What follows belongs to an exercise in optimizing a design on an open flow for small area, a short achievable clock period and few clock cycles per item; a production flow would make more cautious choices. The RTL was checked by simulation tests, not by an equivalence proof against the original design. No activity file was given, so power comes from the tool's default toggle rates.

$ cat flow/design.v
`timescale 1ns / 1ps
module sha1_message_digest (
    input  logic                            aclk,
    input  logic                            aresetn,
    input  logic                            s_tvalid,
    output logic                            s_tready,
    input  logic [7:0]          s_tdata,    
    input  logic                            s_tlast,
    output logic                            m_tvalid,
    input  logic                            m_tready,
    output logic [31:0]         m_tdata,    
    output logic [2:0]          m_tuser,    
    output logic                            m_tlast
);
    localparam logic [31:0] H_INIT_0 = 32'h67452301;
    localparam logic [31:0] H_INIT_1 = 32'hEFCDAB89;
    localparam logic [31:0] H_INIT_2 = 32'h98BADCFE;
    localparam logic [31:0] H_INIT_3 = 32'h10325476;
    localparam logic [31:0] H_INIT_4 = 32'hC3D2E1F0;
    localparam logic [31:0] K_ROUND_0 = 32'h5A827999;
    localparam logic [31:0] K_ROUND_1 = 32'h6ED9EBA1;
    localparam logic [31:0] K_ROUND_2 = 32'h8F1BBCDC;
    localparam logic [31:0] K_ROUND_3 = 32'hCA62C1D6;
    function automatic logic [31:0] h_init_rev(input logic [2:0] i);
        case (i)
            3'd0:    h_init_rev = H_INIT_4;
            3'd1:    h_init_rev = H_INIT_3;
            3'd2:    h_init_rev = H_INIT_2;
            3'd3:    h_init_rev = H_INIT_1;
            default: h_init_rev = H_INIT_0;
        endcase
    endfunction
    function automatic logic [31:0] add3(input logic [31:0] x, input logic [31:0] y,
                                         input logic [31:0] z);
        logic [31:0] s, c;
        s = x ^ y ^ z;
        c = (x & y) | (x & z) | (y & z);
        add3 = s + {c[30:0], 1'b0};
    endfunction
    logic [31:0]  h0, h1, h2, h3, h4;       
    logic [31:0]  va, vb, vc, vd, ve;       
    logic [31:0]  fr;                       
    logic [511:0] w;                        
    logic [31:0]  q;                        
    logic         qv;                       
    logic         qf;                       
    logic [2:0]   qfi;                      
    logic [3:0]   qnt;                      
    logic [31:0]  pre;                      
    logic [31:0]  wnx;                      
    logic         pv;                       
    logic         pf;                       
    logic [2:0]   pfi;                      
    logic [3:0]   pnt;                      
    logic [6:0]   n;                        
    logic         m_lo, m_sch, m_fin, m_push, m_in, m_15, m_80, m_84;   
    logic [1:0]   kph;                      
    logic [3:0]   ks;                       
    logic         ps_w15, ps_w14, ps_wnx, ps_h4;    
    logic [4:0]   ps_i;                     
    logic [5:0]   pos;                      
    logic         wrdy;                     
    logic         early;                    
    logic         pad, padmark, markhi, lastblk, first, fake;
    logic [60:0]  bcnt;                     
    logic [5:0]   bc_lo;                    
    logic [54:0]  bc_hi;                    
    logic [5:0]   bc_rot;                   
    logic         bc_c;                     
    logic         bc_hz;                    
    logic         bc_b0;                    
    logic         rdy;
    logic         mval;
    logic [2:0]   midx;
    logic [4:0]   osel;                     
    assign s_tready = rdy;
    assign m_tvalid = mval;
    assign m_tuser  = midx;
    assign m_tlast  = osel[4];
    assign m_tdata  = h0;
    logic        ffire, f5fire, lastf5;
    logic [31:0] rnd_t, va_in, vc_in, f_next;
    assign ffire  = pv & pf;
    assign f5fire = ffire & (pfi == 3'd4);
    assign lastf5 = f5fire & lastblk;
    always_comb begin
        rnd_t = add3({va[26:0], va[31:27]}, fr, pre);
        if (pf) va_in = lastblk ? h_init_rev(pfi) : pre;
        else    va_in = rnd_t;
        vc_in = pf ? vb : {vb[1:0], vb[31:2]};
        f_next = ({32{pnt[1]}} & ((va & vc_in) | (~va & vc)))
               | ({32{pnt[2]}} & (va ^ vc_in ^ vc))
               | ({32{pnt[3]}} & ((va & vc_in) | (va & vc) | (vc_in & vc)));
    end
    logic        pre_en, cons, esh;
    logic [31:0] kc, px, py, wsched, pre_sum, q_sum;
    assign cons   = m_lo & (wrdy | early);
    assign esh    = m_fin & wrdy & ~early;
    assign pre_en = cons | m_sch | (m_fin & ~(m_80 & mval));
    always_comb begin
        wsched = wnx;
        kc = ({32{ks[0]}} & K_ROUND_0) | ({32{ks[1]}} & K_ROUND_1)
           | ({32{ks[2]}} & K_ROUND_2) | ({32{ks[3]}} & K_ROUND_3);
        px = pv ? vd : ve;
        py = ({32{ps_w15}} & w[31:0]) | ({32{ps_w14}} & w[63:32]) | ({32{ps_wnx}} & wsched)
           | ({32{ps_h4}} & h4)
           | ({32{ps_i[0]}} & H_INIT_4) | ({32{ps_i[1]}} & H_INIT_3) | ({32{ps_i[2]}} & H_INIT_2)
           | ({32{ps_i[3]}} & H_INIT_1) | ({32{ps_i[4]}} & H_INIT_0);
        q_sum   = py + kc;
        pre_sum = px + q;
    end
    logic [6:0] n_inc, n_n;
    logic       d_lo, d_sch, d_fin, d_push, d_in, d_15, d_80, d_84;
    logic [1:0] d_kph;
    always_comb begin
        n_inc = m_84 ? 7'd0 : n + 7'd1;
        n_n   = pre_en ? n_inc : n;
        d_lo   = (n_n <= 7'd15);
        d_sch  = (n_n >= 7'd16) && (n_n <= 7'd79);
        d_fin  = (n_n >= 7'd80);
        d_push = (n_n >= 7'd16) && (n_n <= 7'd78);
        d_in   = (n_n >= 7'd79);
        d_15   = (n_n == 7'd15);
        d_80   = (n_n == 7'd80);
        d_84   = (n_n == 7'd84);
        if (n_n < 7'd20)      d_kph = 2'd0;
        else if (n_n < 7'd40) d_kph = 2'd1;
        else if (n_n < 7'd60) d_kph = 2'd2;
        else                  d_kph = 2'd3;
    end
    logic        can_in, acc, padpush, bpush, wpush, spush, wshift, is_lenlo;
    logic [7:0]  bv;
    logic [31:0] wv;
    logic [5:0]  pos_n;
    logic        wrdy_n, pad_n, early_n, free_n, first_n;
    assign can_in  = (m_in | m_lo) & (~wrdy | esh | (m_lo & ~early & ~m_15));
    assign acc     = s_tvalid & rdy;
    assign padpush = pad & can_in;
    assign bpush   = acc | (padpush & (pos[1:0] != 2'd0));
    assign wpush   = padpush & (pos[1:0] == 2'd0);
    assign spush   = m_push;
    assign wshift  = (cons & ~early & ~m_15) | spush | esh;
    assign bv      = pad ? (padmark ? 8'h80 : 8'h00) : s_tdata;
    assign bc_b0   = bc_hi[0] & ~bc_hz;
    assign bcnt    = {bc_hi & {55{~bc_hz}}, bc_lo};
    assign is_lenlo = ~padmark & ~markhi & (pos == 6'd60);
    always_comb begin
        if (padmark)                             wv = 32'h80000000;
        else if (~markhi && pos == 6'd56)        wv = bcnt[60:29];
        else if (~markhi && pos == 6'd60)        wv = {bcnt[28:0], 3'b000};
        else                                     wv = 32'd0;
    end
    always_comb begin
        pos_n = pos;
        if (bpush)      pos_n = pos + 6'd1;
        else if (wpush) pos_n = {pos[5:2] + 4'd1, 2'b00};
        if ((bpush & (pos[1:0] == 2'd3)) | wpush) wrdy_n = 1'b1;
        else if ((cons & ~early) | esh)           wrdy_n = 1'b0;
        else                                      wrdy_n = wrdy;
        first_n = f5fire ? lastblk : first;
        if (esh)                       early_n = 1'b1;
        else if (cons)                 early_n = 1'b0;
        else                           early_n = early;
        free_n = ~wrdy_n | (d_fin & ~early_n) | (d_lo & ~early_n & ~d_15);
        if (acc & s_tlast)             pad_n = 1'b1;
        else if (wpush & is_lenlo)     pad_n = 1'b0;
        else                           pad_n = pad;
    end
    always_ff @(posedge aclk) begin
        if (!aresetn) begin
            n       <= 7'd80;
            m_lo    <= 1'b0;
            m_sch   <= 1'b0;
            m_fin   <= 1'b1;
            m_push  <= 1'b0;
            m_in    <= 1'b1;
            m_15    <= 1'b0;
            m_80    <= 1'b1;
            m_84    <= 1'b0;
            kph     <= 2'd0;
            ks      <= 4'd0;
            ps_w15  <= 1'b0;
            ps_w14  <= 1'b0;
            ps_wnx  <= 1'b0;
            ps_h4   <= 1'b0;
            ps_i    <= 5'd1;
            qv      <= 1'b0;
            pv      <= 1'b0;
            pos     <= '0;
            wrdy    <= 1'b0;
            early   <= 1'b0;
            pad     <= 1'b0;
            padmark <= 1'b0;
            markhi  <= 1'b0;
            lastblk <= 1'b1;
            first   <= 1'b1;
            fake    <= 1'b1;
            bc_lo   <= '0;
            bc_rot  <= '0;
            bc_hz   <= 1'b1;
            rdy     <= 1'b1;
            mval    <= 1'b0;
            midx    <= '0;
            osel    <= 5'd1;
        end else begin
            n      <= n_n;
            m_lo   <= d_lo;
            m_sch  <= d_sch;
            m_fin  <= d_fin;
            m_push <= d_push;
            m_in   <= d_in;
            m_15   <= d_15;
            m_80   <= d_80;
            m_84   <= d_84;
            kph    <= d_kph;
            ks     <= {d_kph == 2'd3, d_kph == 2'd2, d_kph == 2'd1, d_kph == 2'd0} & {4{~d_fin}};
            ps_w15 <= d_lo & ~early_n;
            ps_w14 <= d_lo & early_n;
            ps_wnx <= d_sch;
            ps_h4  <= d_fin & ~first_n;
            ps_i   <= {n_n == 7'd84, n_n == 7'd83, n_n == 7'd82, n_n == 7'd81, n_n == 7'd80}
                      & {5{first_n}};
            qv     <= pre_en;
            pv     <= qv;
            pos    <= pos_n;
            wrdy   <= wrdy_n;
            early  <= early_n;
            pad    <= pad_n;
            rdy    <= ~pad_n & (d_in | d_lo) & free_n;
            if (acc & s_tlast) padmark <= 1'b1;
            else if (padpush)  padmark <= 1'b0;
            if (padpush) begin
                if (pos_n == 6'd0)                    markhi <= 1'b0;
                else if (padmark && pos >= 6'd56)     markhi <= 1'b1;
            end
            if (wpush & is_lenlo) begin
                bc_lo   <= '0;
                bc_hz   <= 1'b1;
                lastblk <= 1'b1;
            end else begin
                if (acc) bc_lo <= bc_lo + 6'd1;
                if (acc & (bc_lo == 6'd63)) begin
                    bc_rot <= 6'd55;
                    bc_c   <= 1'b1;
                end else if (bc_rot != 6'd0) begin
                    bc_rot <= bc_rot - 6'd1;
                    bc_c   <= bc_b0 & bc_c;
                    if (bc_rot == 6'd1) bc_hz <= 1'b0;
                end
            end
            first  <= first_n;
            if (lastf5) begin
                lastblk <= 1'b0;
                fake    <= 1'b0;
                mval    <= ~fake;
                midx    <= '0;
                osel    <= 5'd1;
            end else if (mval & m_tready) begin
                if (osel[4]) begin
                    mval <= 1'b0;
                    midx <= '0;
                end else begin
                    midx <= midx + 3'd1;
                end
                osel <= {osel[3:0], osel[4]};
            end
        end
    end
    always_ff @(posedge aclk) begin
        if (bc_rot != 6'd0) begin
            bc_hi <= {bc_b0 ^ bc_c, bc_hi[54:1]};
        end
    end
    always_ff @(posedge aclk) begin
        if (pv) begin
            va <= va_in;
            vb <= va;
            vc <= vc_in;
            vd <= vc;
            ve <= vd;
            fr <= f_next;
        end
        if ((m_fin & ~(m_80 & mval)) | ffire) begin
            h0 <= pre;
            h1 <= h0;
            h2 <= h1;
            h3 <= h2;
            h4 <= h3;
        end else if (mval & m_tready & ~osel[4]) begin
            h0 <= ({32{osel[0]}} & h1) | ({32{osel[1]}} & h2) | ({32{osel[2]}} & h3)
                | ({32{osel[3]}} & h4);
        end
    end
    logic [511:0] w_d;
    logic [31:0]  wnx_d;
    always_comb begin
        w_d = w;
        if (wshift) w_d[511:32] = w[479:0];
        wnx_d = w_d[95:64] ^ w_d[255:224] ^ w_d[447:416] ^ w_d[511:480];
        wnx_d = {wnx_d[30:0], wnx_d[31]};
    end
    always_ff @(posedge aclk) begin
        wnx <= wnx_d;
        q   <= q_sum;
        pre <= pre_sum;
        if (pre_en) begin
            qf  <= m_fin;
            qfi <= n[2:0];
            qnt <= {d_kph == 2'd2, d_kph[0], d_kph == 2'd0, 1'b0} & {4{~d_fin}};
        end
        if (qv) begin
            pf  <= qf;
            pfi <= qfi;
            pnt <= qnt;
        end
        if (wshift) begin
            w[511:32] <= w[479:0];
        end
        if (bpush) begin
            w[31:0] <= {w[23:0], bv};
        end else if (wpush) begin
            w[31:0] <= wv;
        end else if (spush) begin
            w[31:0] <= wsched;
        end
    end
endmodule
$ cat flow/run.sh
#!/bin/bash
# synth_recipe.tcl (not shown) runs the flow's synth.tcl, then flattens the netlist and writes it again
# the make line also repeats each setting of config.mk as NAME=value (left out here)
make -C /OpenROAD-flow-scripts/flow DESIGN_CONFIG=/design/flow/config.mk WORK_HOME=/design/flow/orfs CLKGATE_MAP_FILE= SYNTH_SCRIPT=/design/flow/synth_recipe.tcl finish
$ cat flow/config.mk
export PLATFORM = sky130hd
export DESIGN_NAME = sha1_message_digest
export DESIGN_NICKNAME = sha1_message_digest
export VERILOG_FILES = /design/flow/design.v
export SDC_FILE = /design/flow/constraint.sdc
export NUM_CORES = 4
export LEC_CHECK = 0
export ABC_CLOCK_PERIOD_IN_PS = 3000
export CAP_MARGIN = 20
export CORE_MARGIN = 2
export CORE_UTILIZATION = 62
export CTS_BUF_LIST = sky130_fd_sc_hd__clkbuf_8
export CTS_CLUSTER_DIAMETER = 50
export CTS_CLUSTER_SIZE = 14
export SETUP_SLACK_MARGIN = 4.7
export SLEW_MARGIN = 20
$ cat flow/constraint.sdc
create_clock -name core_clock -period 8.0 [get_ports {aclk}]
set_input_delay 1.6000 -clock core_clock [delete_from_list [all_inputs] [get_ports {aclk}]]
set_output_delay 1.6000 -clock core_clock [all_outputs]
set_load 0.01 [all_outputs]
==> impl_metrics.env, run 1 <==
export IMPL_post_dp_hpwl_um=70000
export IMPL_grt_pass1_wl_um=157000
export IMPL_synth_seq_cells=1096
export IMPL_swShare=0.332
export IMPL_cts_sinks=1096
export IMPL_layout_commonest_cell="edfxtp_1"
export IMPL_gr_usage_all_layers=0.281
export IMPL_min_delay_path_depth=0
export IMPL_top_register="w"
export IMPL_avgSynthCellArea_um2=14.7
export IMPL_setup_tns_ns=0
export IMPL_critPathKind="reg2reg"
export IMPL_grt_pass1_vias=25900
export IMPL_drv_cap=0
export IMPL_initial_utilization=0.624
export IMPL_area_growth_synth_to_final_pct=10.8
export IMPL_wirelength_um=104000
export IMPL_hold_buffers=0
export IMPL_intPower_w=0.0121
export IMPL_first_pass_iters=6
export IMPL_gp_congestion=0.958
export IMPL_rrSetupSlack_ns=4.60
export IMPL_ant_nets=0
export IMPL_period_minus_slack_ns=3.40
export IMPL_rr_startpoint="va[9]$_DFFE_PP_"
export IMPL_first_iter_violations=2570
export IMPL_grt_max_degree=213
export IMPL_power_frac_comb=0.294
export IMPL_holdPathEnd="w[351]$_DFFE_PN_"
export IMPL_reg_top3="w x512, bc_hi x55"
export IMPL_met3WireLength_um=6150
export IMPL_cts_tree="done"
export IMPL_route_top_layer_used="met5"
export IMPL_fin_skew_ns=0.0365
export IMPL_maxSlewViolCount=0
export IMPL_relSlewSlack=0.379
export IMPL_dpl_cell_count=3937
export IMPL_rows=98
export IMPL_yosysWarningCount=1
export IMPL_avgRoutedWirePerCell_um=24.8
export IMPL_layout_drive_gt1_share=0.183
export IMPL_final_cell_mix="edfxtp_1, dfxtp_1, mux2_2"
export IMPL_die_h_um=272
export IMPL_synth_cells=3018
export IMPL_die_w_um=272
export IMPL_nets=3318
export IMPL_gr_total_overflow=0
export IMPL_synthArstFlopShare=0
export IMPL_path_cells="fa_1, ha_4, a21o_1, a221o_1, a21o_1, a2111o_1, o221ai_4, o31ai_4, a22oi_2, nor4b_4, nor3_1"
export IMPL_p_switching_w=0.00604
export IMPL_n_fill_cell=4881
export IMPL_timing_rr_end="va[31]$_DFFE_PP_"
export IMPL_ys_seq_area_frac=0.669
export IMPL_final_util=0.692
export IMPL_power_leakage_nw=18.2
export IMPL_worst_pin_slew_ns=0.931
export IMPL_drcViolationCount=0
export IMPL_setup_viol=0
export IMPL_via_per_inst=6.20
export IMPL_critPathMostFrequentCell="a21o_1"
export IMPL_die_area_um2=73700
export IMPL_cts_root_buf="clkbuf_8"
export IMPL_hp_start="w[319]$_DFFE_PN_"
export IMPL_crit_fanout=4
export IMPL_rsz0062_at_grt="true"
export IMPL_coreArea_um2=71100
export IMPL_synth_area_um2=44400
export IMPL_numPortBuffers=50
export IMPL_max_stage_delay_ns=0.59
export IMPL_p_per_area_nw_per_um2=369
export IMPL_wirelength_met1_um=44000
export IMPL_num_io_pins=51
export IMPL_pwr_share_clk=0.190
export IMPL_yosys_most_used_dff="edfxtp_1"
export IMPL_synth_cell_types=85
export IMPL_post_place_ws_ns=3.76
export IMPL_fin_crit_sh=0.426
export IMPL_worst_setup_path_end_kind="flip-flop"
export IMPL_synth_edf_count=774
export IMPL_wl_met2_um=48600
export IMPL_cts_buffers=102
export IMPL_clock_fmax_mhz=294
export IMPL_clk_latency_ns=0.75
export IMPL_fin_cells=4177
export IMPL_pwr_share_seq=0.516
export IMPL_hp_class="reg2reg"
export IMPL_rr_worst_depth=11
export IMPL_cts_htree_levels=3
export IMPL_hold_viol_final=0
export IMPL_slowest_stage="fa_1"
export IMPL_cts_buffer_depth=3
export IMPL_setup_ws_ns=4.60
export IMPL_critPathRequiredTime_ns=8.49
export IMPL_whs_ns=0.411
export IMPL_antenna_found_initial=3
export IMPL_status="complete, no violations"
export IMPL_ir_drop_mv=0.238
export IMPL_synth_nets=3198
export IMPL_num_vias=25900
export IMPL_largest_reg_flops=512
export IMPL_cts_clk_slew_worst_paths_ns=0.09
export IMPL_crit_path_start_kind="flip-flop"
export IMPL_worstPathArrival_ns=3.89
-- critical path: cells and delay by family, from the launching register on --
kind	cells	cell delay (ns)
AOI/OAI and AO/OA	7	1.61
adders and majority gates	2	0.81
and+or+nand+nor	2	0.29
DFF	1	0.45
-- cell usage after synthesis, types with 17 or more instances --
library cell	instances	area [µm²]
nand2b_1	19	119
a31oi_1	51	319
a22oi_1	165	1240
a21oi_1	117	586
nand2_1	136	510
fa_1	66	1320
nor3_1	38	190
a21o_1	34	255
and3_1	17	106
nor2_1	167	627
o21ai_0	100	500
xor3_1	33	785
xnor2_1	58	508
dfxtp_1	322	6450
clkbuf_1	88	330
a222oi_1	26	260
a22o_1	28	245
xor2_1	60	526
inv_1	88	330
edfxtp_1	774	23200
nand3_1	59	295
mux2_2	219	2470
ha_1	101	1260
nor2b_1	18	113
-- cells by family (layout without fill, tap and decap cells) --
| logic type | Yosys count | after routing | share of synthesized area |
|---|---|---|---|
| mux | 228 | 228 | 0.0576 |
| other cells | 0 | 2 | 0 |
| buf+inv | 197 | 403 | 0.0176 |
| simple gates | 529 | 530 | 0.0560 |
| compound gates | 650 | 650 | 0.101 |
| fa+ha+maj | 167 | 167 | 0.0583 |
| xor+xnor | 151 | 151 | 0.0410 |
| flops | 1096 | 1096 | 0.669 |
-- per-layer routing --
metal | global-route usage | up-vias
met5 | 0 | -
met4 | 0.127 | 4
met3 | 0.0413 | 210
met2 | 0.443 | 971
met1 | 0.393 | 13000
li1 | - | 11700
-- power groups by stage --
stage / registers [W] / clock network, W / logic (W)
4_1_cts: 0.00937 / 0.00354 / 0.00517
3_3_place_gp: 0.00940 / 0 / 0.00480
3_5_place_dp: 0.00947 / 0 / 0.00494
6_report: 0.00938 / 0.00345 / 0.00533
2_1_floorplan: 0.00879 / 0 / 0.00372
5_1_grt: 0.00950 / 0.00374 / 0.00582
-- final cells by class --
type                            count  area [µm²]  share of cell area
Antenna cell                        2        5.00            0.000102
Sequential cell                  1096       29700               0.604
Timing Repair inverter              1        5.00            0.000102
Clock inverter                     79         579              0.0118
Timing Repair Buffer              122        1150              0.0234
Tap cell                          950        1190              0.0242
Clock buffer                      112        1540              0.0313
Multi-Input combinational cell   1726       14600               0.298
Inverter                           89         345             0.00702
-- timing repair --
item                                    CTS  global route
pin swaps                                23            26
cloned                                    4             0
resized for setup                        94            50
endpoints found under the setup margin  170            96
setup buffers                            28            14
endpoints found under the hold margin     0             0
-- per-stage QoR --
stage / area, µm² / power (W)
final: 49200 / 0.0182
after global routing: 49200 / 0.0191
after CTS: 48800 / 0.0181
after detailed placement: 46200 / 0.0144
after global placement: 46200 / 0.0142
after floorplan: 44700 / 0.0125
-- worst max path at each step --
stage,slack (ns),endpoint,from
floorplan,1.20,w[100]$_DFFE_PN_,m_lo$_SDFF_PN0_
global placement,3.78,rdy$_SDFF_PN1_,aresetn
detailed placement,3.76,bc_rot[4]$_SDFFE_PN0P_,s_tvalid
CTS,4.56,va[29]$_DFFE_PP_,va[28]$_DFFE_PP_
global route,4.48,va[29]$_DFFE_PP_,va[28]$_DFFE_PP_
finish,4.60,va[31]$_DFFE_PP_,va[9]$_DFFE_PP_
Testbench counts, summed over its fixed seeds: cycles 102,666, bytes 44,818.
==> run 2, diff against run 1 <==
--- a/flow/config.mk
+++ b/flow/config.mk
@@ -6,11 +6,11 @@
 export NUM_CORES = 4
 export LEC_CHECK = 0
-export ABC_CLOCK_PERIOD_IN_PS = 3000
+export ABC_AREA = 1
 export CAP_MARGIN = 20
 export CORE_MARGIN = 2
-export CORE_UTILIZATION = 62
+export CORE_UTILIZATION = 60
 export CTS_BUF_LIST = sky130_fd_sc_hd__clkbuf_8
 export CTS_CLUSTER_DIAMETER = 50
-export CTS_CLUSTER_SIZE = 14
+export CTS_CLUSTER_SIZE = 12
 export SETUP_SLACK_MARGIN = 4.7
 export SLEW_MARGIN = 20
==> impl_metrics.env, run 2 <==
export IMPL_status="complete, no violations"
export IMPL_grt_pass1_wl_um=174000
export IMPL_yosys_top_cells_area="edfxtp_1, dfxtp_1, nand2_1, inv_1, fa_1"
export IMPL_area_growth_synth_to_final_pct=9.47
export IMPL_synth_cells=3991
export IMPL_maxSlewViolCount=0
export IMPL_synth_common_cells="edfxtp_1, nand2_1, inv_1"
export IMPL_cts_buffer_depth=3
export IMPL_first_iter_violations=3648
export IMPL_crit_start="h0[10]$_DFFE_PP_"
export IMPL_hp_start="w[161]$_DFFE_PN_"
export IMPL_power_frac_comb=0.411
export IMPL_pwr_share_clk=0.144
export IMPL_cts_root_buf="clkbuf_8"
export IMPL_pwr_share_seq=0.446
export IMPL_rsz0062_at_grt="true"
export IMPL_grt_max_degree=220
export IMPL_p_per_area_nw_per_um2=487
export IMPL_worst_setup_path_end_kind="output port"
export IMPL_hold_buffers=0
export IMPL_cts_tree="done"
export IMPL_post_place_ws_ns=3.25
export IMPL_rr_startpoint="va[28]$_DFFE_PP_"
export IMPL_synth_top_area_frac=0.507
export IMPL_grt_pass1_vias=29000
export IMPL_crit_path_start_kind="flip-flop"
export IMPL_max_stage_delay_ns=0.53
export IMPL_relSlewSlack=0.272
export IMPL_nets=4253
export IMPL_hp_class="reg2reg"
export IMPL_crit_buf_inv=1
export IMPL_synth_cell_types=55
export IMPL_cts_buffers=112
export IMPL_first_pass_iters=6
export IMPL_fin_crit_sh=0.406
export IMPL_clk_latency_ns=0.77
export IMPL_crit_family="flip-flops"
export IMPL_cts_clk_slew_worst_paths_ns=0.09
export IMPL_layout_drive_gt1_share=0.0818
export IMPL_critPathKind="reg2out"
export IMPL_drv_cap=0
export IMPL_setup_tns_ns=0
export IMPL_cts_sinks=1096
export IMPL_numPortBuffers=50
export IMPL_ys_seq_area_frac=0.648
export IMPL_slowest_stage="edfxtp_1"
export IMPL_synth_seq_cells=1096
export IMPL_synth_most_common_cell="edfxtp_1"
export IMPL_layout_commonest_cell="edfxtp_1"
export IMPL_setup_ws_ns=4.75
export IMPL_synthArstFlopShare=0
export IMPL_path_cells="dlygate4sd2_1"
export IMPL_post_dp_hpwl_um=81000
export IMPL_synth_nets=4171
export IMPL_num_io_pins=51
export IMPL_wirelength_um=115000
export IMPL_worstPathArrival_ns=1.65
export IMPL_final_cell_mix="edfxtp_1, nand2_1, inv_1"
export IMPL_synth_area_leader_cell="edfxtp_1"
export IMPL_clock_fmax_mhz=308
export IMPL_synth_edf_count=774
export IMPL_antenna_found_initial=6
export IMPL_rows=101
export IMPL_worst_pin_slew_ns=1.09
export IMPL_critPathRequiredTime_ns=6.40
export IMPL_hold_viol_final=0
export IMPL_intPower_w=0.0143
export IMPL_top_register="w"
export IMPL_coreArea_um2=75800
export IMPL_gr_total_overflow=0
export IMPL_ir_drop_mv=0.287
export IMPL_ant_nets=0
export IMPL_reg_top3="w x512, bc_hi x55"
export IMPL_die_w_um=280
export IMPL_setup_viol=0
export IMPL_crit_fanout=2
export IMPL_largest_reg_flops=512
export IMPL_avgSynthCellArea_um2=11.5
export IMPL_avgRoutedWirePerCell_um=22.3
export IMPL_gr_usage_all_layers=0.293
export IMPL_cts_htree_levels=3
export IMPL_die_area_um2=78600
export IMPL_yosys_most_used_dff="edfxtp_1"
export IMPL_p_switching_w=0.0102
export IMPL_swShare=0.416
export IMPL_period_minus_slack_ns=3.25
export IMPL_drcViolationCount=0
export IMPL_num_vias=30300
export IMPL_via_per_inst=5.88
export IMPL_initial_utilization=0.605
export IMPL_yosysWarningCount=1
export IMPL_power_leakage_nw=19.8
export IMPL_fin_skew_ns=0.0402
export IMPL_n_fill_cell=5750
export IMPL_gp_congestion=0.945
export IMPL_synth_area_um2=45800
export IMPL_final_util=0.662
export IMPL_die_h_um=280
## run 2: changes by cell type in the layout (fill, tap and decap cells not counted), moves of 48 or more
cell      change
a21oi_1      +82
a221oi_1     +48
a22oi_1     -151
inv_1       +346
mux2_2      -189
nand2_1     +619
nand3_1      +53
nor2_1       +79
o21ai_0     +120
o21ai_1     +105
## run 2: final cells by class
cell class,instances,area [µm²],area share
clock inverters,92,546,0.0109
repair buffers,85,837,0.0167
inverters,414,1570,0.0313
clock buffers,120,1650,0.0329
diodes,3,7.51,0.000150
flip-flops and latches,1096,29700,0.592
well taps,978,1220,0.0244
multi-input cells,2364,14700,0.292
## run 2: per-stage QoR
stage | std cells | hold slack [ns] | power (W) | cell area, µm²
floorplan | 3991 | 0.400 | 0.0172 | 46300
global placement | 4926 | 0.401 | 0.0204 | 47700
detailed placement | 4926 | 0.405 | 0.0206 | 47700
CTS | 5144 | 0.407 | 0.0242 | 50000
global route | 5152 | 0.416 | 0.0260 | 50200
finish | 5152 | 0.402 | 0.0244 | 50200
## run 2: cells by family (layout without fill, tap and decap cells)
group                    Yosys count  count (layout)  synth area share
AND/OR/NAND/NOR                 1205            1205             0.106
other                              0               3                 0
buffers and inverters            531             711            0.0453
XOR/XNOR                         164             164            0.0313
AO/OA/AOI/OAI                    797             797             0.105
adder cells (fa/ha/maj)          167             167            0.0564
multiplexers                      31              31           0.00761
flip-flops                      1096            1096             0.648
## run 2: path summary, 6_finish.rpt
path                      endpoint  slack [ns]  cells after the start
hold reg to reg   w[193]$_DFFE_PN_        0.40                      0
hold / removal    w[193]$_DFFE_PN_        0.40                      0
setup reg to reg  va[13]$_DFFE_PP_        4.87                     12
setup / recovery       m_tdata[10]        4.75                      1
## run 2: timing repair
item,4_1_cts,5_1_grt
setup buffers,5,5
pin swaps,1,2
gates resized for setup,59,35
gates cloned,1,0
endpoints found under the setup margin,227,77
## run 2: power by group through the flow
stage,registers [W],clock network (W),logic (W)
global route,0.0111,0.00378,0.0112
floorplan,0.0101,0,0.00707
finish,0.0109,0.00351,0.0100
detailed placement,0.0109,0,0.00971
CTS,0.0108,0.00358,0.00982
global placement,0.0109,0,0.00952
## run 2: layer usage
layer,global-route usage,wire length [µm]
met1,0.448,51200
met4,0.0795,2830
met3,0.0585,10600
met2,0.430,50000
met5,0,13
==> run 3, diff against run 2 <==
--- a/flow/config.mk
+++ b/flow/config.mk
@@ -7,10 +7,10 @@
 export LEC_CHECK = 0
 export ABC_AREA = 1
-export CAP_MARGIN = 20
+export CAP_MARGIN = 10
 export CORE_MARGIN = 2
 export CORE_UTILIZATION = 60
 export CTS_BUF_LIST = sky130_fd_sc_hd__clkbuf_8
 export CTS_CLUSTER_DIAMETER = 50
-export CTS_CLUSTER_SIZE = 12
+export CTS_CLUSTER_SIZE = 16
 export SETUP_SLACK_MARGIN = 4.7
-export SLEW_MARGIN = 20
+export SLEW_MARGIN = 10
==> impl_metrics.env, run 3 <==
export IMPL_status="complete, no violations"
export IMPL_hp_start="w[353]$_DFFE_PN_"
export IMPL_wl_met2_um=50000
export IMPL_synth_xor_area_frac=0.0313
export IMPL_hold_buffers=0
export IMPL_synthSimpleGateAreaFrac=0.106
export IMPL_path_cells="dlygate4sd2_1"
export IMPL_initial_utilization=0.605
export IMPL_synthArstFlopShare=0
export IMPL_first_pass_iters=8
export IMPL_num_io_pins=51
export IMPL_rr_startpoint="ps_i[3]$_SDFF_PN0_"
export IMPL_synth_cells=3991
export IMPL_dpl_cell_count=4926
export IMPL_layout_drive_gt1_share=0.0891
export IMPL_hp_class="reg2reg"
export IMPL_cts_clk_slew_worst_paths_ns=0.10
export IMPL_muxShareOfSynthArea=0.00761
export IMPL_drcViolationCount=0
export IMPL_gr_total_overflow=0
export IMPL_top_register="w"
export IMPL_clk_latency_ns=0.78
export IMPL_worstPathArrival_ns=1.69
export IMPL_p_per_area_nw_per_um2=491
export IMPL_fin_cells=5135
export IMPL_synth_seq_cells=1096
export IMPL_post_dp_hpwl_um=81000
export IMPL_cts_sinks=1096
export IMPL_setup_ws_ns=4.71
export IMPL_synth_most_common_cell="edfxtp_1"
export IMPL_worst_setup_path_end_kind="output port"
export IMPL_ir_drop_mv=0.287
export IMPL_synth_area_leader_cell="edfxtp_1"
export IMPL_layout_commonest_cell="edfxtp_1"
export IMPL_slowest_stage="edfxtp_1"
export IMPL_yosys_most_used_dff="edfxtp_1"
export IMPL_path_depth=1
export IMPL_grt_max_degree=220
export IMPL_final_util=0.664
export IMPL_hold_viol_final=0
export IMPL_first_iter_violations=3740
export IMPL_wirelength_um=115000
export IMPL_crit_family="flip-flops"
export IMPL_synth_top_family_by_area="simple AND/OR/NAND/NOR gates"
export IMPL_synth_common_cells="edfxtp_1, nand2_1, inv_1"
export IMPL_grt_pass1_vias=28900
export IMPL_n_fill_cell=5721
export IMPL_synth_top_area_frac=0.507
export IMPL_largest_reg_flops=512
export IMPL_rr_worst_depth=12
export IMPL_synth_area_um2=45800
export IMPL_critPathKind="reg2out"
export IMPL_maxSlewViolCount=0
export IMPL_fin_crit_sh=0.411
export IMPL_die_w_um=280
export IMPL_yosys_top_cells_area="edfxtp_1, dfxtp_1, nand2_1, inv_1, fa_1"
export IMPL_yosysWarningCount=1
export IMPL_cts_tree="done"
export IMPL_worst_pin_slew_ns=1.23
export IMPL_crit_buf_inv=1
export IMPL_ys_seq_area_frac=0.648
export IMPL_gr_usage_all_layers=0.293
export IMPL_post_place_ws_ns=3.25
export IMPL_wirelength_met1_um=50800
export IMPL_power_leakage_nw=19.7
export IMPL_setup_viol=0
export IMPL_synth_nets=4171
export IMPL_drv_cap=0
export IMPL_via_per_inst=5.93
export IMPL_cts_root_buf="clkbuf_8"
export IMPL_cts_buffer_depth=3
export IMPL_route_top_layer_used="met4"
export IMPL_reg_top3="w x512, bc_hi x55"
export IMPL_die_h_um=280
export IMPL_coreArea_um2=75800
export IMPL_fin_skew_ns=0.0560
export IMPL_avgSynthCellArea_um2=11.5
export IMPL_grt_pass1_wl_um=174000
export IMPL_num_vias=30400
export IMPL_nets=4245
export IMPL_synth_edf_count=774
export IMPL_timing_rr_end="q[27]$_DFF_P_"
export IMPL_area_growth_synth_to_final_pct=9.85
export IMPL_setup_tns_ns=0
export IMPL_final_cell_mix="edfxtp_1, nand2_1, inv_1"
export IMPL_max_stage_delay_ns=0.56
export IMPL_cts_buffers=103
export IMPL_critPathRequiredTime_ns=6.40
export IMPL_die_area_um2=78600
export IMPL_synth_compound_area_share=0.105
export IMPL_gp_congestion=0.945
export IMPL_clock_fmax_mhz=304
export IMPL_crit_path_start_kind="flip-flop"
export IMPL_synthAdderAreaFrac=0.0564
export IMPL_rows=101
export IMPL_rsz0062_at_grt="true"
export IMPL_numPortBuffers=50
export IMPL_min_delay_path_depth=0
export IMPL_ant_nets=0
export IMPL_relSlewSlack=0.180
export IMPL_antenna_found_initial=6
export IMPL_avgRoutedWirePerCell_um=22.3
export IMPL_met3WireLength_um=10500
export IMPL_synth_cell_types=55
export IMPL_period_minus_slack_ns=3.29
export IMPL_crit_fanout=2
export IMPL_holdPathEnd="w[385]$_DFFE_PN_"
export IMPL_cts_htree_levels=3
export IMPL_rrSetupSlack_ns=4.84
-- run 3: cell counts after synthesis --
No cell type changed its count.
-- run 3: timing repair --
action	in CTS	in global routing
resized for setup	57	31
pin swaps	1	1
cloned	1	0
buffers inserted	5	6
setup endpoints to repair	227	75
-- run 3: layout make-up --
class / count / area [µm²] / area share
Sequential cell: 1096 / 29700 / 0.590
Multi-Input combinational cell: 2364 / 14600 / 0.290
Inverter: 414 / 1570 / 0.0312
Clock buffer: 105 / 1450 / 0.0287
Tap cell: 978 / 1220 / 0.0243
Clock inverter: 89 / 942 / 0.0187
Timing Repair Buffer: 86 / 850 / 0.0169
Antenna cell: 3 / 7.51 / 0.000149
-- run 3: layer usage --
layer,track usage,vias to the layer above
li1,-,14000
met1,0.452,14900
met5,0,-
met2,0.432,1319
met4,0.0835,0
met3,0.0472,196
-- run 3: cells by family (layout without fill, tap and decap cells) --
family,after synthesis,count (layout)
compound gates,797,797
xor+xnor,164,164
fa+ha+maj,167,167
buf+inv,531,694
flops,1096,1096
mux,31,31
other cells,0,3
simple gates,1205,1205
-- run 3: worst max-delay path by stage --
| stage | start | slack (ns) | to |
|---|---|---|---|
| after floorplan | pv$_SDFF_PN0_ | 4.42 | pre[22]$_DFF_P_ |
| after global placement | s_tvalid | 3.19 | markhi$_SDFFE_PN0P_ |
| after detailed placement | s_tvalid | 3.25 | markhi$_SDFFE_PN0P_ |
| after CTS | h0[16]$_DFFE_PP_ | 4.70 | m_tdata[16] |
| after global routing | ps_i[3]$_SDFF_PN0_ | 4.65 | q[27]$_DFF_P_ |
| final | h0[16]$_DFFE_PP_ | 4.71 | m_tdata[16] |
-- run 3: metrics by stage --
step	area, µm²	hold slack, ns	power, W
floorplan	46300	0.400	0.0172
global placement	47700	0.401	0.0204
detailed placement	47700	0.405	0.0206
CTS	50200	0.406	0.0245
global route	50400	0.411	0.0263
finish	50400	0.405	0.0247
-- run 3: power breakdown --
group          switching [W]  internal [W]
Combinational        0.00648       0.00356
Clock                0.00210       0.00170
Sequential           0.00169       0.00918
Total                 0.0103        0.0144
==> run 4, diff against run 3 <==
--- a/flow/design.v
+++ b/flow/design.v
@@ -68,4 +68,5 @@
     logic [5:0]   bc_rot;                   
     logic         bc_c;                     
+    logic         bc_wrap;                  
     logic         bc_hz;                    
     logic         bc_b0;                    
@@ -198,4 +199,5 @@
             bc_lo   <= '0;
             bc_rot  <= '0;
+            bc_wrap <= 1'b0;
             bc_hz   <= 1'b1;
             rdy     <= 1'b1;
@@ -240,5 +242,6 @@
             end else begin
                 if (acc) bc_lo <= bc_lo + 6'd1;
-                if (acc & (bc_lo == 6'd63)) begin
+                bc_wrap <= acc & (bc_lo == 6'd63);
+                if (bc_wrap) begin
                     bc_rot <= 6'd55;
                     bc_c   <= 1'b1;
--- a/flow/config.mk
+++ b/flow/config.mk
@@ -7,10 +7,10 @@
 export LEC_CHECK = 0
 export ABC_AREA = 1
-export CAP_MARGIN = 10
+export CAP_MARGIN = 20
 export CORE_MARGIN = 2
 export CORE_UTILIZATION = 60
 export CTS_BUF_LIST = sky130_fd_sc_hd__clkbuf_8
 export CTS_CLUSTER_DIAMETER = 50
-export CTS_CLUSTER_SIZE = 16
-export SETUP_SLACK_MARGIN = 4.7
-export SLEW_MARGIN = 10
+export CTS_CLUSTER_SIZE = 12
+export SETUP_SLACK_MARGIN = 5.0
+export SLEW_MARGIN = 20
==> impl_metrics.env, run 4 <==
export IMPL_nets=4348
export IMPL_synthSimpleGateAreaFrac=0.108
export IMPL_grt_pass1_vias=29700
export IMPL_synth_top_family_by_area="simple AND/OR/NAND/NOR gates"
export IMPL_fin_skew_ns=0.0653
export IMPL_top_register="w"
export IMPL_antenna_found_initial=1
export IMPL_fin_crit_sh=0.381
export IMPL_die_w_um=281
export IMPL_num_io_pins=51
export IMPL_layout_commonest_cell="edfxtp_1"
export IMPL_reg_top3="w x512, bc_hi x55"
export IMPL_p_switching_w=0.0102
export IMPL_worst_pin_slew_ns=0.940
export IMPL_drcViolationCount=0
export IMPL_hp_class="reg2reg"
export IMPL_cts_sinks=1097
export IMPL_cts_buffer_depth=3
export IMPL_rows=101
export IMPL_area_growth_synth_to_final_pct=10.8
export IMPL_ys_seq_area_frac=0.647
export IMPL_ir_drop_mv=0.298
export IMPL_synth_edf_count=774
export IMPL_via_per_inst=5.85
export IMPL_rsz0062_at_grt="true"
export IMPL_setup_viol=0
export IMPL_initial_utilization=0.606
export IMPL_synth_cell_types=54
export IMPL_crit_start="h0[22]$_DFFE_PP_"
export IMPL_power_leakage_nw=19.8
export IMPL_numPortBuffers=50
export IMPL_layout_drive_gt1_share=0.114
export IMPL_clk_latency_ns=0.79
export IMPL_synth_common_cells="nand2_1, edfxtp_1, inv_1"
export IMPL_status="complete, no violations"
export IMPL_drv_cap=0
export IMPL_critPathRequiredTime_ns=6.40
export IMPL_cts_buffers=113
export IMPL_ant_nets=0
export IMPL_power_frac_comb=0.417
export IMPL_synth_top_area_frac=0.506
export IMPL_max_stage_delay_ns=0.49
export IMPL_synth_xor_area_frac=0.0324
export IMPL_first_iter_violations=3441
export IMPL_avgRoutedWirePerCell_um=22.5
export IMPL_final_cell_mix="edfxtp_1, nand2_1, inv_1"
export IMPL_pwr_share_seq=0.440
export IMPL_swShare=0.416
export IMPL_cts_root_buf="clkbuf_8"
export IMPL_critPathKind="reg2out"
export IMPL_cts_clk_slew_worst_paths_ns=0.09
export IMPL_die_area_um2=78800
export IMPL_min_delay_path_depth=0
export IMPL_clock_fmax_mhz=328
export IMPL_crit_fanout=2
export IMPL_die_h_um=281
export IMPL_gp_congestion=0.956
export IMPL_worstPathArrival_ns=1.45
export IMPL_cts_htree_levels=3
export IMPL_rrSetupSlack_ns=4.97
export IMPL_coreArea_um2=75800
export IMPL_synth_nets=4218
export IMPL_synth_cells=4038
export IMPL_timing_rr_end="va[29]$_DFFE_PP_"
export IMPL_largest_reg_flops=512
export IMPL_gr_total_overflow=0
export IMPL_worst_setup_path_end_kind="output port"
export IMPL_rr_worst_depth=14
export IMPL_n_fill_cell=5625
export IMPL_relSlewSlack=0.373
export IMPL_synth_compound_area_share=0.104
export IMPL_hold_viol_final=0
export IMPL_path_cells="buf_2"
export IMPL_wirelength_um=118000
export IMPL_holdPathEnd="w[165]$_DFFE_PN_"
export IMPL_synth_seq_cells=1097
export IMPL_rr_startpoint="va[28]$_DFFE_PP_"
export IMPL_crit_buf_inv=1
export IMPL_grt_pass1_wl_um=176000
export IMPL_pwr_share_clk=0.143
export IMPL_cts_tree="done"
export IMPL_first_pass_iters=6
export IMPL_yosysWarningCount=1
export IMPL_yosys_top_cells_area="edfxtp_1, dfxtp_1, nand2_1, inv_1, fa_1"
export IMPL_dpl_instance_area_um2=47700
export IMPL_maxSlewViolCount=0
export IMPL_avgSynthCellArea_um2=11.4
export IMPL_synth_area_leader_cell="edfxtp_1"
export IMPL_synthAdderAreaFrac=0.0563
export IMPL_post_dp_hpwl_um=81400
export IMPL_p_per_area_nw_per_um2=482
export IMPL_muxShareOfSynthArea=0.00760
export IMPL_hp_start="w[133]$_DFFE_PN_"
export IMPL_synth_most_common_cell="nand2_1"
export IMPL_final_util=0.671
export IMPL_crit_path_start_kind="flip-flop"
export IMPL_synthArstFlopShare=0
export IMPL_period_minus_slack_ns=3.05
export IMPL_setup_tns_ns=0
export IMPL_yosys_most_used_dff="edfxtp_1"
export IMPL_synth_area_um2=45900
export IMPL_intPower_w=0.0143
export IMPL_whs_ns=0.414
export IMPL_gr_usage_all_layers=0.296
export IMPL_num_vias=30700
export IMPL_stdcell_area_um2=50900
export IMPL_slowest_stage="edfxtp_1"
export IMPL_grt_max_degree=187
export IMPL_crit_family="flip-flops"
-- run 4: layout make-up --
type                    count  area (µm²)  share of cell area
well taps                 978        1220              0.0240
repair buffers            137        1240              0.0243
diodes                      1        2.50           0.0000492
repair inverters            1        7.51            0.000148
flip-flops and latches   1097       29700               0.585
inverters                 407        1540              0.0303
clock inverters            93         589              0.0116
multi-input cells        2411       14900               0.293
clock buffers             118        1620              0.0319
-- run 4: power by group through the flow --
stage	registers [W]	logic, W	clock network, W
after global placement	0.0108	0.00920	0
after global routing	0.0110	0.0113	0.00379
after detailed placement	0.0109	0.00935	0
after CTS	0.0108	0.00967	0.00358
after floorplan	0.0100	0.00679	0
final	0.0108	0.0102	0.00351
-- run 4: stage by stage --
stage                     worst slack (ns)  power, W  std cells
final                                 4.95    0.0245       5243
after global routing                  4.86    0.0260       5243
after CTS                             4.89    0.0240       5204
after global placement                3.63    0.0200       4968
after detailed placement              3.48    0.0202       4968
after floorplan                       4.39    0.0168       4038
-- run 4: repair_timing --
action / in CTS / in global routing
gates resized for setup: 207 / 99
setup endpoints to repair: 352 / 114
cloned: 3 / 2
pin swaps: 7 / 12
setup buffers: 22 / 36
hold buffers: 0 / 0
-- run 4: worst max path at each step --
stage / endpoint / slack, ns / depth (start not counted)
final: m_tdata[22] / 4.95 / 1
after detailed placement: osel[4]$_SDFFE_PP0P_ / 3.48 / 5
after global routing: q[23]$_DFF_P_ / 4.86 / 14
after global placement: markhi$_SDFFE_PN0P_ / 3.63 / 10
after floorplan: pre[30]$_DFF_P_ / 4.39 / 13
after CTS: m_tdata[19] / 4.89 / 1
-- run 4: logic make-up after synthesis --
logic type,count (synthesis)
adder cells (fa/ha/maj),167
buffers and inverters,530
AND/OR/NAND/NOR,1221
flip-flops,1097
AO/OA/AOI/OAI,822
XOR/XNOR,170
multiplexers,31
-- run 4: per-layer routing --
| layer | wire (µm) | up-vias | global-route usage | part of all wire |
|---|---|---|---|---|
| met1 | 49500 | 14900 | 0.416 | 0.42 |
| li1 | - | 14200 | - | - |
| met5 | 0 | - | 0 | 0 |
| met3 | 8860 | 246 | 0.0490 | 0.075 |
| met2 | 54100 | 1330 | 0.463 | 0.46 |
| met4 | 5320 | 0 | 0.121 | 0.045 |
Testbench counts of run 4, summed over its fixed seeds: cycles 102,666, bytes 44,818.
==> run 5, diff against run 4 <==
--- a/flow/config.mk
+++ b/flow/config.mk
@@ -7,4 +7,5 @@
 export LEC_CHECK = 0
 export ABC_AREA = 1
+export ABC_CLOCK_PERIOD_IN_PS = 2500
 export CAP_MARGIN = 20
 export CORE_MARGIN = 2
==> impl_metrics.env, run 5 <==
export IMPL_status="complete, no violations"
export IMPL_critPathRequiredTime_ns=6.40
export IMPL_num_io_pins=51
export IMPL_layout_drive_gt1_share=0.114
export IMPL_synth_seq_cells=1097
export IMPL_synth_cell_types=54
export IMPL_crit_fanout=2
export IMPL_p_switching_w=0.0102
export IMPL_nets=4348
export IMPL_setup_tns_ns=0
export IMPL_drcViolationCount=0
export IMPL_grt_max_degree=187
export IMPL_n_fill_cell=5625
export IMPL_synth_nets=4218
export IMPL_final_cell_mix="edfxtp_1, nand2_1, inv_1"
export IMPL_critPathKind="reg2out"
export IMPL_cts_buffer_depth=3
export IMPL_largest_reg_flops=512
export IMPL_clock_fmax_mhz=328
export IMPL_crit_family="flip-flops"
export IMPL_timing_rr_end="va[29]$_DFFE_PP_"
export IMPL_synthArstFlopShare=0
export IMPL_fin_skew_ns=0.0653
export IMPL_synth_area_um2=45900
export IMPL_final_util=0.671
export IMPL_first_pass_iters=6
export IMPL_ant_nets=0
export IMPL_cts_clk_slew_worst_paths_ns=0.09
export IMPL_rr_worst_depth=14
export IMPL_min_delay_path_depth=0
export IMPL_hold_buffers=0
export IMPL_crit_buf_inv=1
export IMPL_reg_top3="w x512, bc_hi x55"
export IMPL_hold_viol_final=0
export IMPL_first_iter_violations=3441
export IMPL_area_growth_synth_to_final_pct=10.8
export IMPL_hp_start="w[133]$_DFFE_PN_"
export IMPL_coreArea_um2=75800
export IMPL_gp_congestion=0.956
export IMPL_synth_common_cells="nand2_1, edfxtp_1, inv_1"
export IMPL_power_leakage_nw=19.8
export IMPL_fin_crit_sh=0.381
export IMPL_pwr_share_clk=0.143
export IMPL_cts_buffers=113
export IMPL_avgSynthCellArea_um2=11.4
export IMPL_crit_path_start_kind="flip-flop"
export IMPL_worstPathArrival_ns=1.45
export IMPL_rrSetupSlack_ns=4.97
export IMPL_die_area_um2=78800
export IMPL_initial_utilization=0.606
export IMPL_yosysWarningCount=1
export IMPL_synth_edf_count=774
export IMPL_holdPathEnd="w[165]$_DFFE_PN_"
export IMPL_numPortBuffers=50
export IMPL_hp_class="reg2reg"
export IMPL_clk_latency_ns=0.79
export IMPL_yosys_top_cells_area="edfxtp_1, dfxtp_1, nand2_1, inv_1, fa_1"
export IMPL_cts_root_buf="clkbuf_8"
export IMPL_layout_commonest_cell="edfxtp_1"
export IMPL_via_per_inst=5.85
export IMPL_num_vias=30700
export IMPL_worst_setup_path_end_kind="output port"
export IMPL_yosys_most_used_dff="edfxtp_1"
export IMPL_ys_seq_area_frac=0.647
export IMPL_slowest_stage="edfxtp_1"
export IMPL_grt_pass1_wl_um=176000
export IMPL_swShare=0.416
export IMPL_ir_drop_mv=0.298
export IMPL_avgRoutedWirePerCell_um=22.5
export IMPL_synth_top_area_frac=0.506
export IMPL_rows=101
export IMPL_period_minus_slack_ns=3.05
export IMPL_path_cells="buf_2"
export IMPL_synth_area_leader_cell="edfxtp_1"
export IMPL_rsz0062_at_grt="true"
export IMPL_pwr_share_seq=0.440
export IMPL_post_dp_hpwl_um=81400
export IMPL_die_w_um=281
export IMPL_wirelength_um=118000
export IMPL_relSlewSlack=0.373
export IMPL_cts_tree="done"
export IMPL_gr_usage_all_layers=0.296
export IMPL_die_h_um=281
export IMPL_synth_most_common_cell="nand2_1"
export IMPL_cts_htree_levels=3
export IMPL_p_per_area_nw_per_um2=482
export IMPL_synth_cells=4038
export IMPL_grt_pass1_vias=29700
export IMPL_max_stage_delay_ns=0.49
export IMPL_drv_cap=0
export IMPL_intPower_w=0.0143
export IMPL_power_frac_comb=0.417
export IMPL_top_register="w"
export IMPL_maxSlewViolCount=0
export IMPL_rr_startpoint="va[28]$_DFFE_PP_"
export IMPL_setup_viol=0
export IMPL_cts_sinks=1097
export IMPL_antenna_found_initial=1
export IMPL_worst_pin_slew_ns=0.940
export IMPL_gr_total_overflow=0
-- run 5: per-layer routing --
layer  track usage  vias up  wire length (µm)
li1              -    14200                 -
met1         0.416    14900             49500
met2         0.463     1330             54100
met3        0.0490      246              8860
met4         0.121        0              5320
met5             0        -                 0
-- run 5: what timing repair did --
action	CTS	global route
pin swaps	7	12
gates resized for setup	207	99
setup endpoints to repair	352	114
gates cloned	3	2
buffers inserted	22	36
-- run 5: through the flow --
stage | cells | hold WS, ns | total power [W] | cell area, µm² | worst slack (ns)
final | 5243 | 0.414 | 0.0245 | 50900 | 4.95
after global routing | 5243 | 0.419 | 0.0260 | 50900 | 4.86
after CTS | 5204 | 0.402 | 0.0240 | 50200 | 4.89
after detailed placement | 4968 | 0.405 | 0.0202 | 47700 | 3.48
after global placement | 4968 | 0.400 | 0.0200 | 47700 | 3.63
after floorplan | 4038 | 0.400 | 0.0168 | 46300 | 4.39
-- run 5: area by class of cell --
cell class                 count  area, µm²  share of cell area
inverter                     407       1540              0.0303
clock inverter                93        589              0.0116
clock buffer                 118       1620              0.0319
timing repair inverter         1       7.51            0.000148
multi-input combinational   2411      14900               0.293
timing repair buffer         137       1240              0.0243
tap                          978       1220              0.0240
sequential                  1097      29700               0.585
antenna                        1       2.50           0.0000492
-- run 5: kinds of logic (layout without fill, tap and decap cells) --
| logic type | after synthesis | after routing | synth area share |
|---|---|---|---|
| multiplexers | 31 | 31 | 0.00760 |
| AND/OR/NAND/NOR | 1221 | 1221 | 0.108 |
| other | 0 | 1 | 0 |
| XOR/XNOR | 170 | 170 | 0.0324 |
| buffers and inverters | 530 | 756 | 0.0450 |
| AO/OA/AOI/OAI | 822 | 822 | 0.104 |
| adder cells (fa/ha/maj) | 167 | 167 | 0.0563 |
| flip-flops | 1097 | 1097 | 0.647 |
-- run 5: worst max path at each step --
stage | end | depth (start not counted) | slack, ns | from
2_1_floorplan | pre[30]$_DFF_P_ | 13 | 4.39 | pv$_SDFF_PN0_
5_1_grt | q[23]$_DFF_P_ | 14 | 4.86 | ps_i[2]$_SDFF_PN0_
6_report | m_tdata[22] | 1 | 4.95 | h0[22]$_DFFE_PP_
3_3_place_gp | markhi$_SDFFE_PN0P_ | 10 | 3.63 | s_tvalid
4_1_cts | m_tdata[19] | 1 | 4.89 | h0[19]$_DFFE_PP_
3_5_place_dp | osel[4]$_SDFFE_PP0P_ | 5 | 3.48 | aresetn
-- run 5: power groups by stage --
stage	Sequential (W)	Clock (W)	Combinational, W
finish	0.0108	0.00351	0.0102
global route	0.0110	0.00379	0.0113
CTS	0.0108	0.00358	0.00967
detailed placement	0.0109	0	0.00935
global placement	0.0108	0	0.00920
floorplan	0.0100	0	0.00679
==> run 6, diff against run 5 <==
--- a/flow/config.mk
+++ b/flow/config.mk
@@ -7,8 +7,7 @@
 export LEC_CHECK = 0
 export ABC_AREA = 1
-export ABC_CLOCK_PERIOD_IN_PS = 2500
 export CAP_MARGIN = 20
 export CORE_MARGIN = 2
-export CORE_UTILIZATION = 60
+export CORE_UTILIZATION = 50
 export CTS_BUF_LIST = sky130_fd_sc_hd__clkbuf_8
 export CTS_CLUSTER_DIAMETER = 50
==> impl_metrics.env, run 6 <==
export IMPL_die_w_um=307
export IMPL_worst_setup_path_end_kind="output port"
export IMPL_worst_pin_slew_ns=0.913
export IMPL_antenna_found_initial=3
export IMPL_synth_most_common_cell="nand2_1"
export IMPL_synth_common_cells="nand2_1, edfxtp_1, inv_1"
export IMPL_num_io_pins=51
export IMPL_grt_busiest_layer="met2"
export IMPL_first_pass_iters=6
export IMPL_synth_cells=4038
export IMPL_die_area_um2=94300
export IMPL_synth_top_area_frac=0.506
export IMPL_n_fill_cell=7829
export IMPL_cts_buffers=118
export IMPL_grt_pass1_wl_um=172000
export IMPL_synthArstFlopShare=0
export IMPL_num_vias=29700
export IMPL_crit_fanout=2
export IMPL_synth_cell_types=54
export IMPL_final_util=0.562
export IMPL_yosys_most_used_dff="edfxtp_1"
export IMPL_reg_top3="w x512, bc_hi x55"
export IMPL_avgRoutedWirePerCell_um=21.0
export IMPL_hp_class="reg2reg"
export IMPL_cts_htree_levels=3
export IMPL_ys_seq_area_frac=0.647
export IMPL_clock_fmax_mhz=324
export IMPL_use_met2=0.371
export IMPL_gr_usage_all_layers=0.242
export IMPL_cts_sinks=1097
export IMPL_synth_area_um2=45900
export IMPL_synth_edf_count=774
export IMPL_top_register="w"
export IMPL_setup_tns_ns=0
export IMPL_critPathRequiredTime_ns=6.40
export IMPL_synth_nets=4218
export IMPL_path_cells="buf_2"
export IMPL_wirelength_um=115000
export IMPL_rsz0062_at_grt="true"
export IMPL_drv_cap=0
export IMPL_gp_congestion=0.919
export IMPL_rr_worst_depth=15
export IMPL_fin_skew_ns=0.0608
export IMPL_rr_startpoint="va[28]$_DFFE_PP_"
export IMPL_synth_area_leader_cell="edfxtp_1"
export IMPL_largest_reg_flops=512
export IMPL_crit_family="flip-flops"
export IMPL_grt_max_degree=167
export IMPL_power_leakage_nw=19.9
export IMPL_grt_use_met3=0.0338
export IMPL_grt_util_met1=0.351
export IMPL_drcViolationCount=0
export IMPL_gr_total_overflow=0
export IMPL_layout_commonest_cell="edfxtp_1"
export IMPL_hp_start="w[110]$_DFFE_PN_"
export IMPL_area_growth_synth_to_final_pct=11.8
export IMPL_cts_root_buf="clkbuf_8"
export IMPL_numPortBuffers=50
export IMPL_timing_rr_end="va[19]$_DFFE_PP_"
export IMPL_max_stage_delay_ns=0.49
export IMPL_final_cell_mix="edfxtp_1, nand2_1, inv_1"
export IMPL_setup_viol=0
export IMPL_grt_pass1_vias=28100
export IMPL_crit_buf_inv=1
export IMPL_cts_tree="done"
export IMPL_crit_path_start_kind="flip-flop"
export IMPL_avgSynthCellArea_um2=11.4
export IMPL_rrSetupSlack_ns=5.04
export IMPL_maxSlewViolCount=0
export IMPL_hold_viol_final=0
export IMPL_coreArea_um2=91400
export IMPL_multiInputGateArea_um2=14800
export IMPL_die_h_um=307
export IMPL_first_iter_violations=2838
export IMPL_relSlewSlack=0.387
export IMPL_fin_crit_sh=0.386
export IMPL_min_delay_path_depth=0
export IMPL_seq_area_um2=29800
export IMPL_post_dp_hpwl_um=80000
export IMPL_cts_buffer_depth=3
export IMPL_initial_utilization=0.503
export IMPL_yosys_top_cells_area="edfxtp_1, dfxtp_1, nand2_1, inv_1, fa_1"
export IMPL_status="complete, no violations"
export IMPL_rows=111
export IMPL_ant_nets=0
export IMPL_synth_seq_cells=1097
export IMPL_critPathKind="reg2out"
export IMPL_clk_latency_ns=0.82
export IMPL_via_per_inst=5.44
export IMPL_period_minus_slack_ns=3.09
export IMPL_holdPathEnd="w[142]$_DFFE_PN_"
export IMPL_yosysWarningCount=1
export IMPL_layout_drive_gt1_share=0.115
export IMPL_nets=4347
export IMPL_ir_drop_mv=0.225
export IMPL_p_per_area_nw_per_um2=482
export IMPL_worstPathArrival_ns=1.49
export IMPL_slowest_stage="edfxtp_1"
export IMPL_cts_clk_slew_worst_paths_ns=0.09
## run 6: layout make-up
class                      count  share of cell area
tap                         1186              0.0289
clock buffer                 124              0.0332
clock inverter               100              0.0176
multi-input combinational   2411               0.289
sequential                  1097               0.579
antenna                        4            0.000195
timing repair buffer         132              0.0219
inverter                     407              0.0300
## run 6: how the worst max path moves through the flow
stage                                 from  depth (start not counted)             endpoint
final                     h0[17]$_DFFE_PP_                          1          m_tdata[17]
after global placement            s_tvalid                         10  markhi$_SDFFE_PN0P_
after floorplan              pv$_SDFF_PN0_                         13      pre[30]$_DFF_P_
after global routing      h0[22]$_DFFE_PP_                          1          m_tdata[22]
after detailed placement          s_tvalid                         10  markhi$_SDFFE_PN0P_
after CTS                 h0[17]$_DFFE_PP_                          1          m_tdata[17]
## run 6: through the flow
stage	hold slack [ns]	instance area (µm²)	total power (W)	instances	setup slack (ns)
floorplan	0.400	46300	0.0168	4038	4.39
global placement	0.400	48000	0.0201	5178	3.65
detailed placement	0.405	48000	0.0202	5178	3.62
CTS	0.385	50800	0.0245	5427	4.84
global route	0.400	51400	0.0264	5461	4.85
finish	0.376	51400	0.0247	5461	4.92
## run 6: metal layers
metal  part of all wire  wire length, µm
met5                  0                0
met4              0.037             4270
met3              0.061             7050
met2               0.45            51300
met1               0.45            52200
## run 6: timing repair
item / in CTS / in global routing
pin swaps: 6 / 14
gates resized for setup: 215 / 86
hold buffers: 0 / 0
gates cloned: 0 / 2
endpoints found under the setup margin: 228 / 90
buffers inserted: 25 / 28
## run 6: logic make-up after synthesis
group / count (synthesis) / synth area share
AND/OR/NAND/NOR: 1221 / 0.108
flip-flops: 1097 / 0.647
AO/OA/AOI/OAI: 822 / 0.104
buffers and inverters: 530 / 0.0450
XOR/XNOR: 170 / 0.0324
adder cells (fa/ha/maj): 167 / 0.0563
multiplexers: 31 / 0.00760
## run 6: where the power goes
group	internal (W)	total [W]	switching, W
Sequential	0.00914	0.0108	0.00162
Combinational	0.00363	0.00998	0.00635
Clock	0.00196	0.00401	0.00205
==> run 7, diff against run 6 <==
--- a/flow/config.mk
+++ b/flow/config.mk
@@ -9,7 +9,7 @@
 export CAP_MARGIN = 20
 export CORE_MARGIN = 2
-export CORE_UTILIZATION = 50
+export CORE_UTILIZATION = 70
 export CTS_BUF_LIST = sky130_fd_sc_hd__clkbuf_8
-export CTS_CLUSTER_DIAMETER = 50
+export CTS_CLUSTER_DIAMETER = 40
 export CTS_CLUSTER_SIZE = 12
 export SETUP_SLACK_MARGIN = 5.0
==> impl_metrics.env, run 7 <==
export IMPL_yosysWarningCount=1
export IMPL_synth_edf_count=774
export IMPL_gp_congestion=0.974
export IMPL_multiInputGateArea_um2=15000
export IMPL_area_growth_synth_to_final_pct=12.1
export IMPL_n_fill_cell=3584
export IMPL_gr_usage_all_layers=0.379
export IMPL_rr_worst_depth=9
export IMPL_synth_most_common_cell="nand2_1"
export IMPL_crit_family="flip-flops"
export IMPL_hp_start="w[259]$_DFFE_PN_"
export IMPL_hp_class="reg2reg"
export IMPL_cts_htree_levels=4
export IMPL_top_register="w"
export IMPL_cts_buffer_depth=3
export IMPL_period_minus_slack_ns=3.09
export IMPL_power_leakage_nw=20.1
export IMPL_largest_reg_flops=512
export IMPL_cts_root_buf="clkbuf_8"
export IMPL_synth_cells=4038
export IMPL_synth_common_cells="nand2_1, edfxtp_1, inv_1"
export IMPL_rows=93
export IMPL_max_stage_delay_ns=0.51
export IMPL_yosys_most_used_dff="edfxtp_1"
export IMPL_grt_pass1_wl_um=189000
export IMPL_worst_pin_slew_ns=0.899
export IMPL_reg_top3="w x512, bc_hi x55"
export IMPL_holdPathEnd="w[291]$_DFFE_PN_"
export IMPL_hold_viol_final=0
export IMPL_synth_nets=4218
export IMPL_avgSynthCellArea_um2=11.4
export IMPL_cts_tree="done"
export IMPL_worstPathArrival_ns=1.49
export IMPL_cts_buffers=132
export IMPL_rrSetupSlack_ns=4.97
export IMPL_setup_viol=0
export IMPL_seq_area_um2=29700
export IMPL_min_delay_path_depth=0
export IMPL_clock_fmax_mhz=324
export IMPL_p_per_area_nw_per_um2=502
export IMPL_crit_fanout=2
export IMPL_ir_drop_mv=0.317
export IMPL_drv_cap=0
export IMPL_rr_startpoint="pre[23]$_DFF_P_"
export IMPL_rsz0062_at_grt="true"
export IMPL_critPathRequiredTime_ns=6.40
export IMPL_synth_area_leader_cell="edfxtp_1"
export IMPL_cts_sinks=1097
export IMPL_crit_buf_inv=1
export IMPL_grt_max_degree=119
export IMPL_synthArstFlopShare=0
export IMPL_die_h_um=260
export IMPL_crit_start="h0[19]$_DFFE_PP_"
export IMPL_via_per_inst=6.34
export IMPL_num_io_pins=51
export IMPL_crit_path_start_kind="flip-flop"
export IMPL_die_area_um2=67700
export IMPL_grt_pass1_vias=31900
export IMPL_avgRoutedWirePerCell_um=25.0
export IMPL_final_util=0.796
export IMPL_wirelength_um=129000
export IMPL_drcViolationCount=0
export IMPL_maxSlewViolCount=0
export IMPL_clk_latency_ns=0.81
export IMPL_synth_cell_types=54
export IMPL_ant_nets=0
export IMPL_gr_total_overflow=0
export IMPL_antenna_found_initial=2
export IMPL_path_cells="buf_2"
export IMPL_post_dp_hpwl_um=83800
export IMPL_setup_tns_ns=0
export IMPL_layout_commonest_cell="edfxtp_1"
export IMPL_synth_seq_cells=1097
export IMPL_status="complete, no violations"
export IMPL_slowest_stage="edfxtp_1"
export IMPL_relSlewSlack=0.399
export IMPL_final_cell_mix="edfxtp_1, nand2_1, inv_1"
export IMPL_synth_top_area_frac=0.506
export IMPL_coreArea_um2=64700
export IMPL_first_iter_violations=4718
export IMPL_cts_clk_slew_worst_paths_ns=0.08
export IMPL_timing_rr_end="va[25]$_DFFE_PP_"
export IMPL_fin_skew_ns=0.0584
export IMPL_initial_utilization=0.710
export IMPL_fin_crit_sh=0.386
export IMPL_first_pass_iters=8
export IMPL_synth_area_um2=45900
export IMPL_layout_drive_gt1_share=0.124
export IMPL_die_w_um=260
export IMPL_numPortBuffers=50
export IMPL_nets=4379
export IMPL_num_vias=32700
export IMPL_ys_seq_area_frac=0.647
export IMPL_yosys_top_cells_area="edfxtp_1, dfxtp_1, nand2_1, inv_1, fa_1"
export IMPL_worst_setup_path_end_kind="output port"
export IMPL_critPathKind="reg2out"
-- run 7: cell counts after synthesis --
Identical to the previous run, type by type.
-- run 7: worst max path at each step --
stage          slack, ns                   to  cells past startpoint
2_1_floorplan       4.39      pre[30]$_DFF_P_                     13
3_3_place_gp        3.65  markhi$_SDFFE_PN0P_                     10
3_5_place_dp        3.68  markhi$_SDFFE_PN0P_                      8
4_1_cts             4.86          m_tdata[19]                      1
5_1_grt             4.85     va[31]$_DFFE_PP_                     14
6_report            4.91          m_tdata[19]                      1
-- run 7: per-layer routing --
layer  vias to the layer above  share of wire  track usage
li1                      14300              -            -
met1                     15600           0.36        0.482
met3                       496           0.11       0.0947
met2                      2295           0.46        0.602
met5                         -        0.00010            0
met4                         2          0.066        0.206
-- run 7: area by class of cell --
class,count,share of cell area
inverter,407,0.0300
clock inverter,105,0.0178
sequential,1097,0.577
timing repair buffer,149,0.0267
multi-input combinational,2412,0.291
clock buffer,137,0.0366
antenna,3,0.000146
tap,855,0.0208
-- run 7: kinds of logic after synthesis --
logic type / after synthesis / synth area share
buffers and inverters: 530 / 0.0450
multiplexers: 31 / 0.00760
AND/OR/NAND/NOR: 1221 / 0.108
flip-flops: 1097 / 0.647
XOR/XNOR: 170 / 0.0324
adder cells (fa/ha/maj): 167 / 0.0563
AO/OA/AOI/OAI: 822 / 0.104
-- run 7: report_power, final --
| group | switching [W] | internal [W] |
|---|---|---|
| Clock | 0.00220 | 0.00205 |
| Sequential | 0.00187 | 0.00915 |
| Combinational | 0.00685 | 0.00374 |
| Total | 0.0109 | 0.0149 |
-- run 7: timing repair --
action                                 CTS  global route
pin swaps                               10            26
setup endpoints to repair              352           130
endpoints found under the hold margin    0             0
resized for setup                      218            92
buffers inserted                        28            41
hold buffers                             0             0
cloned                                   3             2
-- run 7: per-stage QoR --
step / hold slack (ns) / instances / cell area, µm² / total power (W) / setup slack, ns
after global routing: 0.420 / 5163 / 51500 / 0.0271 / 4.85
after global placement: 0.400 / 4845 / 47500 / 0.0198 / 3.65
after floorplan: 0.400 / 4038 / 46300 / 0.0168 / 4.39
after detailed placement: 0.405 / 4845 / 47500 / 0.0203 / 3.68
after CTS: 0.405 / 5118 / 50800 / 0.0249 / 4.86
final: 0.406 / 5165 / 51500 / 0.0259 / 4.91

[port drivers added, routing unchanged]
In the flow no input, the clock included, has a driving cell. The finished layouts below were timed again as built, in two steps. Step 1 sets driving cells, clkbuf_16 on the clock port and buf_2 on the other inputs (assumed; they add their load-dependent delay and slew). Step 2 times the ports against the registers' clock, not the clock port: input delays grow and output delays shrink by t, the midpoint of the rising clock arrivals with the driver on. a / b / c = ideal / step 1 / step 2; a / b = the first two.
run | shift t [ns] | setup WS [ns] | worst slew at a driven data input, ns
run 1 | 0.794 | 4.596 / 4.596 / 4.050 | 0.04
run 2 | 0.808 | 4.754 / 4.692 / 4.022 | 0.04
run 3 | 0.812 | 4.709 / 4.645 / 4.073 | 0.04
run 4 | 0.822 | 4.955 / 4.887 / 4.315 | 0.04
run 5 | 0.822 | 4.955 / 4.887 / 4.315 | 0.04
run 6 | 0.853 | 4.915 / 4.852 / 4.339 | 0.04
run 7 | 0.844 | 4.910 / 4.847 / 4.274 | 0.04
After both steps every run listed still meets setup and hold. The setup slack of run 2, which loses most, moves by -0.062 ns with the drivers and by -0.732 ns with both steps.
